What follows belongs to an exercise in optimizing a design on an open flow for small area and few clock cycles; a production flow would make more cautious choices.
Where RTL was checked, it was by simulation tests only, not by an equivalence proof against the original.
The flow treats the clock pin as an ideal source. Dropping or thinning the clock tree relies on that and would not hold on a real chip.
Power and IR drop assume default switching activity.

JK:
==> flow/design.v (excerpt) <==
module date_string_validator (
    input  wire logic        i_clk,
    input  wire logic        i_rst_n,
    input  wire logic        i_valid,
    output logic             o_stall,
    input  wire logic [8:0]  i_data,
    output logic             o_valid,
    input  wire logic        i_stall,
    output logic [26:0] o_data,
    input  wire logic        i_cfg_we,
    input  wire logic        i_cfg_index,
    input  wire logic [13:0] i_cfg_data
);
    logic        r_valid;
    logic        take;
    logic [13:0] r_year_min;
    logic [13:0] r_year_max;
    dsv_pkg::t_parts state;
    assign o_stall = r_valid && i_stall;
    assign take    = i_valid && !o_stall;
    assign o_valid = r_valid;
    always_ff @(posedge i_clk) begin
        if (!i_rst_n) begin
            r_valid <= 1'b0;
        end else if (!o_stall) begin
            r_valid <= take && i_data[0];
        end
    end
    always_ff @(posedge i_clk) begin
        if (!i_rst_n) begin
            r_year_min <= dsv_pkg::YEAR_MIN_RESET;
  ...
Size in the first run: about 500 cells after synthesis, about 0.0044 mm2 of cells after synthesis.
Settings: LEC_CHECK=0, CAP_MARGIN=20, CORE_MARGIN=2, CORE_UTILIZATION=40, SLEW_MARGIN=20; clock period 7.0 ns.
standard.sh (not shown) runs the stock make flow with config.mk's settings and CLKGATE_MAP_FILE= SYNTH_SCRIPT=/design/flow/synth_recipe.tcl, a recipe that flattens the netlist after the stock synthesis.
==> flow/flow/run.sh <==
#!/bin/bash
# The standard layout, with the port buffers made from the smallest
# buffer cell instead of the flow's default choice.
set -euo pipefail
bash standard.sh "BUFFER_PORTS_ARGS=-buffer_cell sky130_fd_sc_hd__buf_1" finish > standard.log 2>&1
JK: no failed stages, no open violations at the end
Testbench counts of JK, summed over its fixed seeds: cycles 32,331.
The inputs of MS differ from those of JK as listed below.
==> flow/run.sh (new file) <==
#!/bin/bash
# synth_recipe.tcl (not shown) runs the flow's synth.tcl, then flattens the netlist and writes it again
# the make line also repeats each setting of config.mk as NAME=value (left out here)
make -C /OpenROAD-flow-scripts/flow DESIGN_CONFIG=/design/flow/config.mk WORK_HOME=/design/flow/orfs CLKGATE_MAP_FILE= SYNTH_SCRIPT=/design/flow/synth_recipe.tcl finish
removed: flow/flow/run.sh
removed: flow/standard.sh
### Flow results
- The final layout from MS, which completed every stage, passed the timing, DRC and antenna checks at the end of the flow.
- JK: done, clean on timing, DRC and antenna
- Non-clock buffer count (MS over JK): decrease, 1
- Summary of MS over JK: routability-driven placement congestion ratio saw an increase; met1 global-route usage essentially unchanged.
- Between JK and MS, the area used by multi-input combinational logic does not differ in any meaningful way.
- When MS is set beside JK, its relative area of clock buffers and inverters in the final design turns out to be 0.26 points smaller.

date_string_validator, a different RTL version from the one above (not shown whole).
Size in the first run: roughly 400 cells after synthesis, ~0.0035 mm^2 of cells after synthesis.
Settings: LEC_CHECK=0, ABC_AREA=1, CAP_MARGIN=20, CORE_MARGIN=2, CORE_UTILIZATION=85, GPL_TIMING_DRIVEN=0, SLEW_MARGIN=20; clock period 7.0 ns.
==> flow/flow/run.sh <==
#!/bin/bash
# The standard synthesis, then its combinational logic re-mapped for area
# by ABC (every register kept, same cell and name), then the standard
# layout with two changes: the port buffers are made from the smallest
# buffer cell, and the clock tree is a flat one of a few buffers
# (flow/pre_cts.tcl).
set -euo pipefail
HERE=$(pwd)
R=$HERE/orfs/results/$FLOW_PLATFORM/date_string_validator/base
L=$HERE/orfs/logs/$FLOW_PLATFORM/date_string_validator/base
YOSYS=$(command -v yosys || echo "$FLOW_HOME/../tools/install/yosys/bin/yosys")

bash standard.sh synth > standard_synth.log 2>&1
cp "$R/1_2_yosys.v" "$HERE/synth_standard.v"

LIB=$FLOW_HOME/platforms/$FLOW_PLATFORM/lib/sky130_fd_sc_hd__tt_025C_1v80.lib
DU=$(grep -o -- "-dont_use [A-Za-z0-9_]*" "$L/1_2_yosys.log" | sort -u | tr '\n' ' ')
SEQ=$(grep -o "sky130_fd_sc_hd__[a-z0-9_]*" synth_standard.v | sort -u | grep -E "__(e?s?df|dl|sedf)" | tr '\n' ' ')
# ABC's deep synthesis is a randomised search: run it from a few seeds side by
# side and keep the smallest netlist.
SEEDS="1 2 3 4 5 6 7 8"
for seed in $SEEDS; do
  mkdir -p "reopt_$seed"
  sed "s/&deepsyn -T 60/\&deepsyn -T 60 -S $seed/" flow/area.abc > "reopt_$seed/area.abc"
  sed -e "s#@LIB@#$LIB#g" -e "s#@SEQ@#$SEQ#" -e "s#@DU@#$DU#" \
      -e "s#@IN@#$HERE/synth_standard.v#" -e "s#@OUT@#$HERE/reopt_$seed/out.v#g" \
      -e "s#@SCRIPT@#$HERE/reopt_$seed/area.abc#" -e "s#@TOP@#$FLOW_TOP#g" flow/reopt.ys > "reopt_$seed/reopt.ys"
done
export YOSYS HERE
printf '%s\n' $SEEDS | xargs -P "${NUM_CORES:-4}" -I{} bash -c \
  'cd "$HERE/reopt_{}" && "$YOSYS" -s reopt.ys > "$HERE/reopt_{}.log" 2>&1 && touch done || true'
best=""
best_area=""
for seed in $SEEDS; do
  area=$( (grep "Chip area" "reopt_$seed.log" || true) | tail -1 | awk '{print $NF}')
  [[ -n "$area" && -f "reopt_$seed/done" ]] || continue
  if [[ -z "$best" ]] || awk "BEGIN{exit !($area < $best_area)}"; then
    best=$seed
    best_area=$area
  fi
done
# A seed on which ABC fails is skipped; if all fail, the standard netlist stays.
echo "reopt: seed ${best:-none}, area ${best_area:-none}" > reopt.log
if [[ -n "$best" ]]; then
  cp "reopt_$best/out.v" "$R/1_2_yosys.v"
fi
rm -f "$R/1_synth.odb" "$R/1_synth.sdc"

export FLAT_CTS_BUFFER=sky130_fd_sc_hd__clkbuf_8
export FLAT_CTS_GROUPS=4
export FLAT_CTS_BIG_BUFFER=sky130_fd_sc_hd__clkbuf_16
export FLAT_CTS_MAX_SLEW=0.105
bash standard.sh "BUFFER_PORTS_ARGS=-buffer_cell sky130_fd_sc_hd__buf_1" \
    "PRE_CTS_TCL=$HERE/flow/pre_cts.tcl" finish > standard.log 2>&1
Other scripts of this flow, unchanged in this note and not shown: flow/flow/area.abc, flow/flow/flat_clock_tree.tcl, flow/flow/pre_cts.tcl, flow/flow/reopt.ys
The first run did not get past 3_1_place_gp_skip_io, error GPL-0301.
Testbench counts at the start, summed over its fixed seeds: cycles 32,331.
==> next run, changes <==
- CORE_UTILIZATION: 85 -> 70
What happened: The new run passed the timing, DRC and antenna checks; area after synthesis is unchanged; synthesized cell count does not change.
==> next run, changes <==
- CORE_UTILIZATION: 70 -> 55
Combinational power is about the same.
Maximum frequency goes down by 1.1%.
Critical path depth stays the same.
Cell count increases by 1.7%.
Cell area is higher by about 1.3%.
Core utilization goes down by 16 points.
First-iteration DRC count is lower by about 24%.
Power goes up by about 1.5%.
Clock skew goes up by 0.013 ns.
Routed wire length goes down by about 1.7%.
The clock cells of the second and third runs of this note come from the design's own scripts or RTL, not from TritonCTS.

Setup of oak:
Another version of the RTL of date_string_validator (not shown whole).
Size in the first run: roughly 69 flip-flops, about 58 I/O pins.
Design date_string_validator, start of the top module:
module date_string_validator (
    input  wire logic        i_clk,
    input  wire logic        i_rst_n,
    input  wire logic        i_valid,
    output logic             o_stall,
    input  wire logic [8:0]  i_data,
    output logic             o_valid,
    input  wire logic        i_stall,
    output logic [26:0] o_data,
    input  wire logic        i_cfg_we,
    input  wire logic        i_cfg_index,
    input  wire logic [13:0] i_cfg_data
);
==> flow/config.mk <==
export PLATFORM = sky130hd
export DESIGN_NAME = date_string_validator
export DESIGN_NICKNAME = date_string_validator
export VERILOG_FILES = /design/flow/design.v
export SDC_FILE = /design/flow/constraint.sdc
export NUM_CORES = 4
export LEC_CHECK = 0
export ABC_AREA = 1
export CAP_MARGIN = 20
export CORE_MARGIN = 2
export CORE_UTILIZATION = 70
export SLEW_MARGIN = 20
==> flow/constraint.sdc <==
create_clock -name core_clock -period 7.0 [get_ports {i_clk}]
set_input_delay 1.4000 -clock core_clock [delete_from_list [all_inputs] [get_ports {i_clk}]]
set_output_delay 1.4000 -clock core_clock [all_outputs]
set_load 0.01 [all_outputs]
==> flow/flow/run.sh <==
#!/bin/bash
# The standard layout, with the port buffers made from the smallest
# buffer cell instead of the flow's default choice.
set -euo pipefail
bash standard.sh "BUFFER_PORTS_ARGS=-buffer_cell sky130_fd_sc_hd__buf_1" finish > standard.log 2>&1
oak ran to completion and came out clean on the timing, DRC and antenna checks.
Here is what was changed in the inputs of pine compared with oak.
==> flow/flow/run.sh <==
#!/bin/bash
# The standard synthesis, then its combinational logic re-mapped for area
# by ABC (every register kept, same cell and name), then the standard
# layout with the port buffers made from the smallest buffer cell.
set -euo pipefail
HERE=$(pwd)
R=$HERE/orfs/results/$FLOW_PLATFORM/date_string_validator/base
L=$HERE/orfs/logs/$FLOW_PLATFORM/date_string_validator/base
YOSYS=$(command -v yosys || echo "$FLOW_HOME/../tools/install/yosys/bin/yosys")

bash standard.sh synth > standard_synth.log 2>&1
cp "$R/1_2_yosys.v" "$HERE/synth_standard.v"

LIB=$FLOW_HOME/platforms/$FLOW_PLATFORM/lib/sky130_fd_sc_hd__tt_025C_1v80.lib
DU=$(grep -o -- "-dont_use [A-Za-z0-9_]*" "$L/1_2_yosys.log" | sort -u | tr '\n' ' ')
SEQ=$(grep -o "sky130_fd_sc_hd__[a-z0-9_]*" synth_standard.v | sort -u | grep -E "__(e?s?df|dl|sedf)" | tr '\n' ' ')
sed -e "s#@LIB@#$LIB#g" -e "s#@SEQ@#$SEQ#" -e "s#@DU@#$DU#" \
    -e "s#@IN@#$HERE/synth_standard.v#" -e "s#@OUT@#$R/1_2_yosys.v#" \
    -e "s#@SCRIPT@#$HERE/flow/area.abc#" -e "s#@TOP@#$FLOW_TOP#" flow/reopt.ys > reopt.ys
"$YOSYS" -s reopt.ys > reopt.log 2>&1
rm -f "$R/1_synth.odb" "$R/1_synth.sdc"

bash standard.sh "BUFFER_PORTS_ARGS=-buffer_cell sky130_fd_sc_hd__buf_1" finish > standard.log 2>&1
==> flow/flow/area.abc (new file) <==
strash
balance -l; resub -K 6 -l; rewrite -l; resub -K 6 -N 2 -l; refactor -l; resub -K 8 -l; balance -l; resub -K 8 -N 2 -l; rewrite -l; resub -K 10 -l; rewrite -z -l; resub -K 10 -N 2 -l; balance -l; resub -K 12 -l; refactor -z -l; resub -K 12 -N 2 -l; rewrite -z -l; balance -l
&get -n
&st
&dch -f
&nf -a -R 1000
&put
topo
==> flow/flow/reopt.ys (new file) <==
# Re-map the standard synthesis's combinational logic for area. Registers
# (sequential cells) stay as they are, as black boxes with their names.
read_liberty -ignore_miss_func @LIB@
blackbox @SEQ@
read_verilog @IN@
hierarchy -top @TOP@
flatten
opt_clean -purge
abc -liberty @LIB@ @DU@ -script @SCRIPT@
opt_clean -purge
hilomap -singleton -hicell sky130_fd_sc_hd__conb_1 HI -locell sky130_fd_sc_hd__conb_1 LO
insbuf -buf sky130_fd_sc_hd__buf_4 A X
splitnets
opt_clean -purge
stat -liberty @LIB@
write_verilog -noattr -nohex -nodec @OUT@

# The written netlist on its own, with every cell a library black box.
design -reset
read_liberty -lib @LIB@
read_verilog @OUT@
hierarchy -check -top @TOP@
check -assert -mapped
stat -liberty @LIB@
Results
- The final layout from pine, which completed every stage, passed the timing, DRC and antenna checks at the end of the flow.
- Worst path arrival time in pine vs oak: down 510 ps
- pine: sum of internal, switching and leakage power higher than oak
- | number of logic stages on the critical path including buffering | pine vs oak | 2 lower |
- Relative to oak, post-synthesis instance total has decreased by 22% in pine.
- Compare pine and oak | hold slack lower: oak
- Taking oak as the reference, in pine detail-routed via count per cell has increased; wire length of the first global-routing pass has increased; share of total power in combinational logic has decreased.
Inputs modified between pine and birch:
Settings: CTS_CLUSTER_SIZE newly set to 40; CTS_CLUSTER_DIAMETER newly set to 150.
==> flow/flow/run.sh <==
#!/bin/bash
# The standard layout, with the port buffers made from the smallest
# buffer cell instead of the flow's default choice.
set -euo pipefail
bash standard.sh "BUFFER_PORTS_ARGS=-buffer_cell sky130_fd_sc_hd__buf_1" finish > standard.log 2>&1
removed: flow/flow/area.abc
removed: flow/flow/reopt.ys
## What came out
- Cell area: birch > pine
- On worst hold slack, pine beats birch.
- Diff pine -> birch: placement-stage cell area up 9.2%, clock network power share dropped 3.3 points, pin slew with the least headroom to its limit roughly the same, number of standard cells in the final layout excluding fillers saw an increase, first-pass GRT wire length decreased by 1200 µm relative to the old numbers.
No run of this note included a check of the RTL's function; only the layout flow was run.

[static timing again, ports no longer ideal]
The flow's constraints put no driver on any port. The routed layouts listed below were extracted and timed again, unchanged, in two steps. Step 1 sets driving cells, clkbuf_16 on the clock port and buf_2 on the other inputs (assumed; they add their load-dependent delay and slew). Step 2 times the ports against the registers' clock, not the clock port: input delays grow and output delays shrink by t, the midpoint of the rising clock arrivals with the driver on. Slacks: ideal / step 1 / step 2; pairs: ideal / step 1.
| run | t, ns | slack for setup (ns) | worst setup path at the end | slew at the worst register clock pin (ns) | pins driven straight from the clock port |
|---|---|---|---|---|---|
| JK | 0.397 | 0.863 / 0.872 / 0.476 | input to register | 0.10 / 0.10 | 1 |
| MS | 0.396 | 0.488 / 0.500 / 0.105 | input to register | 0.10 / 0.10 | 1 |
| the second run of note 2 | 0.221 | 1.428 / 1.366 / 1.477 | input to register | 0.11 / 0.11 | 4 |
| the third run of note 2 | 0.215 | 1.366 / 1.298 / 1.513 | register to output | 0.10 / 0.10 | 4 |
| oak | 0.382 | 0.351 / 0.361 / -0.021 | input to register | 0.08 / 0.08 | 1 |
| pine | 0.379 | 0.925 / 0.932 / 0.553 | input to register | 0.08 / 0.08 | 1 |
| birch | 0.382 | 0.351 / 0.361 / -0.021 | input to register | 0.08 / 0.08 | 1 |
Met with ideal ports but missed after step 2: setup timing in oak and birch. For JK, which loses most, drivers alone change the setup slack by +0.009 ns; drivers and shift together by -0.387 ns.
